This is an optimization exercise on Yosys and OpenROAD, whose aim is small area and a short achievable clock period, not a production implementation.
Function was checked by simulation only, so behaviour that the tests miss may differ from the original.
Power and IR drop assume default switching activity.

## alpha
==> flow/design.v <==
package dandy_pkg;
   localparam logic [7:0] HDR_BYTE = 8'hA5;
   localparam logic [7:0] DAC_MID  = 8'h80;
   typedef struct packed {
      logic [7:0] x;
      logic [7:0] y;
   } point_t;
endpackage
module xy_point_bank (
   input  logic        clk,
   input  logic        en_i,      
   input  logic        load_i,    
   input  logic [15:0] wdata_i,
   input  logic        one_i,     
   input  logic        two_i,     
   input  logic [5:0]  inc_i,     
   output logic [15:0] head_o,
   output logic [15:0] next_o
);
   logic [15:0]        h_q, p1_q;
   logic [30:0][15:0]  s31_q;
   logic [15:0][15:0]  s16_q;
   logic [7:0][15:0]   s8_q;
   logic [3:0][15:0]   s4_q;
   logic [1:0][15:0]   s2_q;
   logic [15:0]        s1_q;
   logic [15:0]        c0, c1, c2, c3, c4, c5, c6;
   assign c0 = load_i ? wdata_i : h_q;
   assign c1 = inc_i[5] ? s31_q[0] : c0;
   assign c2 = inc_i[4] ? s16_q[0] : c1;
   assign c3 = inc_i[3] ? s8_q[0]  : c2;
   assign c4 = inc_i[2] ? s4_q[0]  : c3;
   assign c5 = inc_i[1] ? s2_q[0]  : c4;
   assign c6 = inc_i[0] ? s1_q     : c5;
   assign next_o = one_i ? c0 : p1_q;
   always_ff @(posedge clk)
      if (en_i) begin
         h_q       <= next_o;
         p1_q      <= two_i ? c0 : c6;
         s31_q     <= {c0, s31_q[30:1]};
         s16_q     <= {c1, s16_q[15:1]};
         s8_q      <= {c2, s8_q[7:1]};
         s4_q      <= {c3, s4_q[3:1]};
         s2_q      <= {c4, s2_q[1]};
         s1_q      <= c5;
      end
   assign head_o = h_q;
endmodule
module xy_frame_sequencer
#(
   parameter int          DEPTH   = 64,
   parameter int          DWELL   = 2,
   parameter logic [15:0] TIMEOUT = 16'd50000
) (
   input  logic       clk,
   input  logic       reset,
   input  logic       enable,
   input  logic       step,
   input  logic       rx_valid,
   input  logic [7:0] rx_data,
   output logic [7:0] xdac,
   output logic [7:0] ydac,
   output logic       frame_start,
   output logic       loading,
   output logic       load_err
);
   logic       st_c_q, st_x_q, st_y_q, busy_q, err_q;
   logic [5:0] rem_q;           
   logic       last_q;          
   logic       fx_q;            
   logic       cfg_q;           
   logic [15:0] wd_q;           
   logic       hdr, cnt_ok, wr_en;
   logic       ld_done;
   logic [15:0] wdata;
   assign hdr     = (rx_data == dandy_pkg::HDR_BYTE);
   assign cnt_ok  = (rx_data != 8'd0) && (rx_data <= 8'd64);
   assign wr_en   = rx_valid && st_y_q;
   assign wdata   = {wd_q[15:8], rx_data};
   always_ff @(posedge clk)
      if (reset) begin
         st_c_q <= 1'b0;
         st_x_q <= 1'b0;
         st_y_q <= 1'b0;
         busy_q <= 1'b0;
         err_q  <= 1'b0;
      end else if (rx_valid) begin
         st_c_q <= !busy_q && hdr;
         st_x_q <= (st_c_q && cnt_ok) || (st_y_q && !last_q);
         st_y_q <= st_x_q;
         busy_q <= (!busy_q && hdr) || (st_c_q && cnt_ok) || st_x_q || (st_y_q && !last_q);
         if (st_c_q) err_q <= !cnt_ok;
      end
   always_ff @(posedge clk)
      cfg_q <= rx_valid && st_x_q && fx_q;
   always_ff @(posedge clk)
      if (rx_valid) begin
         if (st_c_q) begin
            rem_q  <= 6'(rx_data - 8'd1);
            last_q <= (rx_data == 8'd1);
            fx_q   <= 1'b1;
         end
         if (st_y_q) begin
            rem_q  <= rem_q - 6'd1;
            last_q <= (rem_q == 6'd1);
            fx_q   <= 1'b0;
         end
      end
   logic       one_q [2];
   logic [5:0] inc_q [2];
   logic       two   [2];
   logic [5:0] lidx  [2];       
   for (genvar b = 0; b < 2; b++) begin : g_shape
      assign two[b]  = !one_q[b] && (inc_q[b] == 6'd0);
      assign lidx[b] = one_q[b]    ? 6'd0 :
                       inc_q[b][5] ? {1'b1, inc_q[b][4:0]} : {1'b0, inc_q[b][4:0] + 5'd1};
   end
   logic        run_q, dwell_q, act_q, swp_q, fs_q, rot_q, have_q;
   logic        a_q;            
   logic        w_q;            
   logic        i_q;            
   logic        d_q;            
   logic [5:0]  idx_q;
   logic [15:0] rdata_q;
   logic [15:0] head [2];
   logic [15:0] nxt  [2];
   logic        lp_q, l0_act, l0_new, l_inc, es, adv, wrap, swap_ok, swap_w, swap_i, start, rd_en;
   logic        act_n;
   logic        lag_q, lag_d, act_d;
   logic        ld_q [2];       
   logic        en_q [2];       
   logic [15:0] lhead [2];      
   logic [15:0] c_act, c_new, c_done;
   assign act_n   = ~act_q;
   assign l0_act  = (lidx[act_q] == 6'd0);
   assign l0_new  = (lidx[act_n] == 6'd0);
   assign l_inc   = (idx_q + 6'd1 == lidx[act_q]);
   assign es      = enable && step;
   assign start   = enable && i_q;
   assign adv     = es && a_q;
   assign wrap    = es && w_q;
   assign swap_ok = swp_q && !(st_x_q || st_y_q);
   assign ld_done = rx_valid && d_q;
   assign swap_w  = wrap && (swap_ok || ld_done);
   assign swap_i  = ld_done && !have_q;
   assign rd_en   = start || adv;
   assign act_d   = act_q ^ (swap_i || swap_w);
   assign lag_d   = (rot_q || lag_q) && ld_q[act_q];
   logic [15:0] y_es, y_e;
   assign c_act   = lhead[act_q];
   assign c_new   = lhead[act_n];
   assign y_es    = w_q ? (swap_ok ? c_new : c_act) : (a_q || i_q) ? c_act : rdata_q;
   assign y_e     = i_q ? c_act : rdata_q;
   assign c_done  = fx_q ? wdata : nxt[act_n];
   always_ff @(posedge clk)
      if (cfg_q) begin
         one_q[act_n] <= (rem_q == 6'd0);
         inc_q[act_n] <= {rem_q[5], rem_q[5] ? rem_q[4:0] : rem_q[4:0] - 5'd1};
      end
   always_ff @(posedge clk)
      if (reset) begin
         run_q   <= 1'b0;
         dwell_q <= 1'b0;
         a_q     <= 1'b0;
         w_q     <= 1'b0;
         lp_q    <= 1'b0;
         i_q     <= 1'b0;
         d_q     <= 1'b0;
         idx_q   <= '0;
         act_q   <= 1'b0;
         swp_q   <= 1'b0;
         fs_q    <= 1'b0;
         rot_q   <= 1'b0;
         lag_q   <= 1'b0;
         have_q  <= 1'b0;
         rdata_q <= {dandy_pkg::DAC_MID, dandy_pkg::DAC_MID};
      end else begin
         fs_q   <= start || wrap;
         rot_q  <= rd_en;
         lag_q  <= lag_d;
         have_q <= have_q || ld_done;
         i_q    <= !run_q && (have_q ? !enable : ld_done);
         if (rx_valid) d_q <= st_x_q && last_q;
         if (start) run_q <= 1'b1;
         if (start)              dwell_q <= 1'b0;
         else if (run_q && es)   dwell_q <= !dwell_q;
         if (run_q && es) begin
            a_q <= !dwell_q;
            w_q <= !dwell_q && lp_q;
         end
         if (start)     lp_q <= l0_act;
         else if (wrap) lp_q <= (rx_valid && d_q) ? fx_q : swap_ok ? l0_new : l0_act;
         else if (adv)  lp_q <= l_inc;
         if (start || wrap) idx_q <= '0;
         else if (adv)      idx_q <= idx_q + 6'd1;
         act_q  <= act_d;
         if (swap_w)                 swp_q <= 1'b0;
         else if (ld_done && have_q) swp_q <= 1'b1;
         if (enable) rdata_q <= !step ? y_e : (rx_valid && w_q && d_q) ? c_done : y_es;
      end
   always_ff @(posedge clk) begin
      if (rx_valid && st_x_q) wd_q[15:8] <= rx_data;
      if (wr_en)              wd_q[7:0]  <= rx_data;
   end
   for (genvar b = 0; b < 2; b++) begin : g_bank
      logic ld_d, sel1;
      assign ld_d = wr_en && (act_n == 1'(b));
      always_ff @(posedge clk) begin
         ld_q[b] <= ld_d;
         en_q[b] <= ld_d || (!reset && (rd_en || lag_d) && (act_d == 1'(b)));
      end
      assign sel1 = ld_q[b] || (lag_q && (act_q == 1'(b)));
      assign lhead[b] = sel1 ? nxt[b] : head[b];
      xy_point_bank u_bank (
         .clk     (clk),
         .en_i    (en_q[b]),
         .load_i  (ld_q[b]),
         .wdata_i (wd_q),
         .one_i   (one_q[b]),
         .two_i   (two[b]),
         .inc_i   (inc_q[b]),
         .head_o  (head[b]),
         .next_o  (nxt[b])
      );
   end
   assign xdac        = rdata_q[15:8];
   assign ydac        = rdata_q[7:0];
   assign frame_start = fs_q;
   assign loading     = busy_q;
   assign load_err    = err_q;
endmodule
==> flow/config.mk <==
export PLATFORM = sky130hd
export DESIGN_NAME = xy_frame_sequencer
export DESIGN_NICKNAME = xy_frame_sequencer
export VERILOG_FILES = /design/flow/design.v
export SDC_FILE = /design/flow/constraint.sdc
export NUM_CORES = 4
export LEC_CHECK = 0
export CAP_MARGIN = 20
export CORE_MARGIN = 2
export CORE_UTILIZATION = 55
export SLEW_MARGIN = 20
==> flow/constraint.sdc <==
create_clock -name core_clock -period 9.0 [get_ports {clk}]
set_input_delay 1.8000 -clock core_clock [delete_from_list [all_inputs] [get_ports {clk}]]
set_output_delay 1.8000 -clock core_clock [all_outputs]
set_load 0.01 [all_outputs]
standard.sh (not shown) runs the stock make flow with config.mk's settings and CLKGATE_MAP_FILE= SYNTH_SCRIPT=/design/flow/synth_recipe.tcl, a recipe that flattens the netlist after the stock synthesis.
==> flow/flow/run.sh <==
#!/bin/bash
# Standard ORFS layout (the standard.sh, standard synthesis unchanged) with
# a few layout knobs passed to make:
#  - footprint matching off, so timing repair may resize the port buffers;
#  - port buffers start as buf_2 rather than a delay cell;
#  - setup repair aims at a tighter slack margin;
#  - CTS without dummy loads and with larger sink clusters.
set -euo pipefail
bash standard.sh \
  MATCH_CELL_FOOTPRINT=0 \
  SETUP_SLACK_MARGIN=6 \
  "BUFFER_PORTS_ARGS=-buffer_cell sky130_fd_sc_hd__buf_2" \
  "CTS_ARGS=-sink_clustering_enable -repair_clock_nets -sink_clustering_size 30 -sink_clustering_max_diameter 80 -buf_list sky130_fd_sc_hd__clkbuf_16 -dont_use_dummy_load" \
  finish > make_finish.log 2>&1
Changes in beta relative to alpha:
diff --git a/flow/design.v b/flow/design.v
--- a/flow/design.v
+++ b/flow/design.v
@@ -67,9 +67,8 @@
    logic       st_c_q, st_x_q, st_y_q, busy_q, err_q;
    logic [5:0] rem_q;           
    logic       last_q;          
    logic       fx_q;            
-   logic       cfg_q;           
    logic [15:0] wd_q;           
    logic       hdr, cnt_ok, wr_en;
    logic       ld_done;
    logic [15:0] wdata;
@@ -90,10 +89,8 @@
          st_y_q <= st_x_q;
          busy_q <= (!busy_q && hdr) || (st_c_q && cnt_ok) || st_x_q || (st_y_q && !last_q);
          if (st_c_q) err_q <= !cnt_ok;
       end
-   always_ff @(posedge clk)
-      cfg_q <= rx_valid && st_x_q && fx_q;
    always_ff @(posedge clk)
       if (rx_valid) begin
          if (st_c_q) begin
             rem_q  <= 6'(rx_data - 8'd1);
@@ -123,19 +120,15 @@
    logic [5:0]  idx_q;
    logic [15:0] rdata_q;
    logic [15:0] head [2];
    logic [15:0] nxt  [2];
-   logic        lp_q, l0_act, l0_new, l_inc, es, adv, wrap, swap_ok, swap_w, swap_i, start, rd_en;
+   logic        last_pt, es, adv, wrap, swap_ok, swap_w, swap_i, start, rd_en;
    logic        act_n;
-   logic        lag_q, lag_d, act_d;
-   logic        ld_q [2];       
-   logic        en_q [2];       
+   logic        wr_q, wb_q, lag_q;
    logic [15:0] lhead [2];      
    logic [15:0] c_act, c_new, c_done;
    assign act_n   = ~act_q;
-   assign l0_act  = (lidx[act_q] == 6'd0);
-   assign l0_new  = (lidx[act_n] == 6'd0);
-   assign l_inc   = (idx_q + 6'd1 == lidx[act_q]);
+   assign last_pt = (idx_q == lidx[act_q]);
    assign es      = enable && step;
    assign start   = enable && i_q;
    assign adv     = es && a_q;
    assign wrap    = es && w_q;
@@ -143,18 +136,13 @@
    assign ld_done = rx_valid && d_q;
    assign swap_w  = wrap && (swap_ok || ld_done);
    assign swap_i  = ld_done && !have_q;
    assign rd_en   = start || adv;
-   assign act_d   = act_q ^ (swap_i || swap_w);
-   assign lag_d   = (rot_q || lag_q) && ld_q[act_q];
-   logic [15:0] y_es, y_e;
    assign c_act   = lhead[act_q];
    assign c_new   = lhead[act_n];
-   assign y_es    = w_q ? (swap_ok ? c_new : c_act) : (a_q || i_q) ? c_act : rdata_q;
-   assign y_e     = i_q ? c_act : rdata_q;
-   assign c_done  = fx_q ? wdata : nxt[act_n];
-   always_ff @(posedge clk)
-      if (cfg_q) begin
+   assign c_done  = one_q[act_n] ? wdata : nxt[act_n];
+   always_ff @(posedge clk)
+      if (rx_valid && st_x_q && fx_q) begin
          one_q[act_n] <= (rem_q == 6'd0);
          inc_q[act_n] <= {rem_q[5], rem_q[5] ? rem_q[4:0] : rem_q[4:0] - 5'd1};
       end
    always_ff @(posedge clk)
@@ -162,9 +150,8 @@
          run_q   <= 1'b0;
          dwell_q <= 1'b0;
          a_q     <= 1'b0;
          w_q     <= 1'b0;
-         lp_q    <= 1'b0;
          i_q     <= 1'b0;
          d_q     <= 1'b0;
          idx_q   <= '0;
          act_q   <= 1'b0;
@@ -176,46 +163,45 @@
          rdata_q <= {dandy_pkg::DAC_MID, dandy_pkg::DAC_MID};
       end else begin
          fs_q   <= start || wrap;
          rot_q  <= rd_en;
-         lag_q  <= lag_d;
+         lag_q  <= (rot_q || lag_q) && wr_q && (wb_q == act_q);
          have_q <= have_q || ld_done;
          i_q    <= !run_q && (have_q ? !enable : ld_done);
          if (rx_valid) d_q <= st_x_q && last_q;
          if (start) run_q <= 1'b1;
          if (start)              dwell_q <= 1'b0;
          else if (run_q && es)   dwell_q <= !dwell_q;
          if (run_q && es) begin
             a_q <= !dwell_q;
-            w_q <= !dwell_q && lp_q;
+            w_q <= !dwell_q && last_pt;
          end
-         if (start)     lp_q <= l0_act;
-         else if (wrap) lp_q <= (rx_valid && d_q) ? fx_q : swap_ok ? l0_new : l0_act;
-         else if (adv)  lp_q <= l_inc;
          if (start || wrap) idx_q <= '0;
          else if (adv)      idx_q <= idx_q + 6'd1;
-         act_q  <= act_d;
+         if (swap_i || swap_w) act_q <= act_n;
          if (swap_w)                 swp_q <= 1'b0;
          else if (ld_done && have_q) swp_q <= 1'b1;
-         if (enable) rdata_q <= !step ? y_e : (rx_valid && w_q && d_q) ? c_done : y_es;
+         if (wrap && ld_done)       rdata_q <= c_done;
+         else if (wrap && swap_ok)  rdata_q <= c_new;
+         else if (rd_en)            rdata_q <= c_act;
       end
    always_ff @(posedge clk) begin
+      wr_q <= wr_en;
+      if (wr_en) wb_q <= act_n;
       if (rx_valid && st_x_q) wd_q[15:8] <= rx_data;
       if (wr_en)              wd_q[7:0]  <= rx_data;
    end
    for (genvar b = 0; b < 2; b++) begin : g_bank
-      logic ld_d, sel1;
-      assign ld_d = wr_en && (act_n == 1'(b));
-      always_ff @(posedge clk) begin
-         ld_q[b] <= ld_d;
-         en_q[b] <= ld_d || (!reset && (rd_en || lag_d) && (act_d == 1'(b)));
-      end
-      assign sel1 = ld_q[b] || (lag_q && (act_q == 1'(b)));
+      logic en, ld, rot, sel1;
+      assign ld   = wr_q && (wb_q == 1'(b));
+      assign rot  = (rot_q || lag_q) && (act_q == 1'(b));
+      assign en   = ld || rot;
+      assign sel1 = ld || (lag_q && (act_q == 1'(b)));
       assign lhead[b] = sel1 ? nxt[b] : head[b];
       xy_point_bank u_bank (
          .clk     (clk),
-         .en_i    (en_q[b]),
-         .load_i  (ld_q[b]),
+         .en_i    (en),
+         .load_i  (ld),
          .wdata_i (wd_q),
          .one_i   (one_q[b]),
          .two_i   (two[b]),
          .inc_i   (inc_q[b]),
==> notes.md <==
Compared to alpha, beta has post-route non-filler standard cell count 70 higher. [compare] base=alpha new=beta: hold slack has increased, share of post-route cells with drive strength above 1 went down 6.3 points, clock tree cell share of total cell area has remained practically unchanged. Combinational family with the most area after synthesis = compound AO/OA/AOI/OAI gates: beta; combinational family with the most area after synthesis = multiplexers: alpha. beta finished every step from synthesis to the final layout, and the layout passed the timing, design-rule and antenna checks. Going from alpha to beta, horizontal die dimension shows a reduction of about 0.65%; power shows a reduction of about 0.6%; share of total power in the clock network shows a reduction of 0.5 points; final instance area shows a reduction of 1.1%. In beta relative to alpha, synthesized area had gone down slightly. Detailed-route via count (lower): alpha. Higher final period demand of the worst path among beta and alpha: alpha.

-- port drivers added, routing unchanged --
How much do the figures lean on ideal ports? The routed layouts below were timed once more, with nothing changed but the port constraints.
Step 1, drivers: a clkbuf_16 drives clk and a buf_2 each remaining input, both assumed.
Step 2 times the ports against the registers' clock, not the clock port: input delays grow and output delays shrink by t, the midpoint of the rising clock arrivals with the driver on.
a / b / c = no drivers / after step 1 / after step 2; a / b = the first two.
run	t (ns)	setup WS [ns]	worst setup path after step 2	worst register clock-pin slew, ns	pins driven straight from the clock port
alpha	0.742	5.950 / 5.883 / 5.494	input to register	0.11 / 0.11	1
beta	0.767	5.988 / 5.916 / 5.258	input to register	0.11 / 0.11	1
After both steps every run listed still meets setup and hold. The setup slack of beta, which loses most, moves by -0.072 ns with the drivers and by -0.730 ns with both steps.
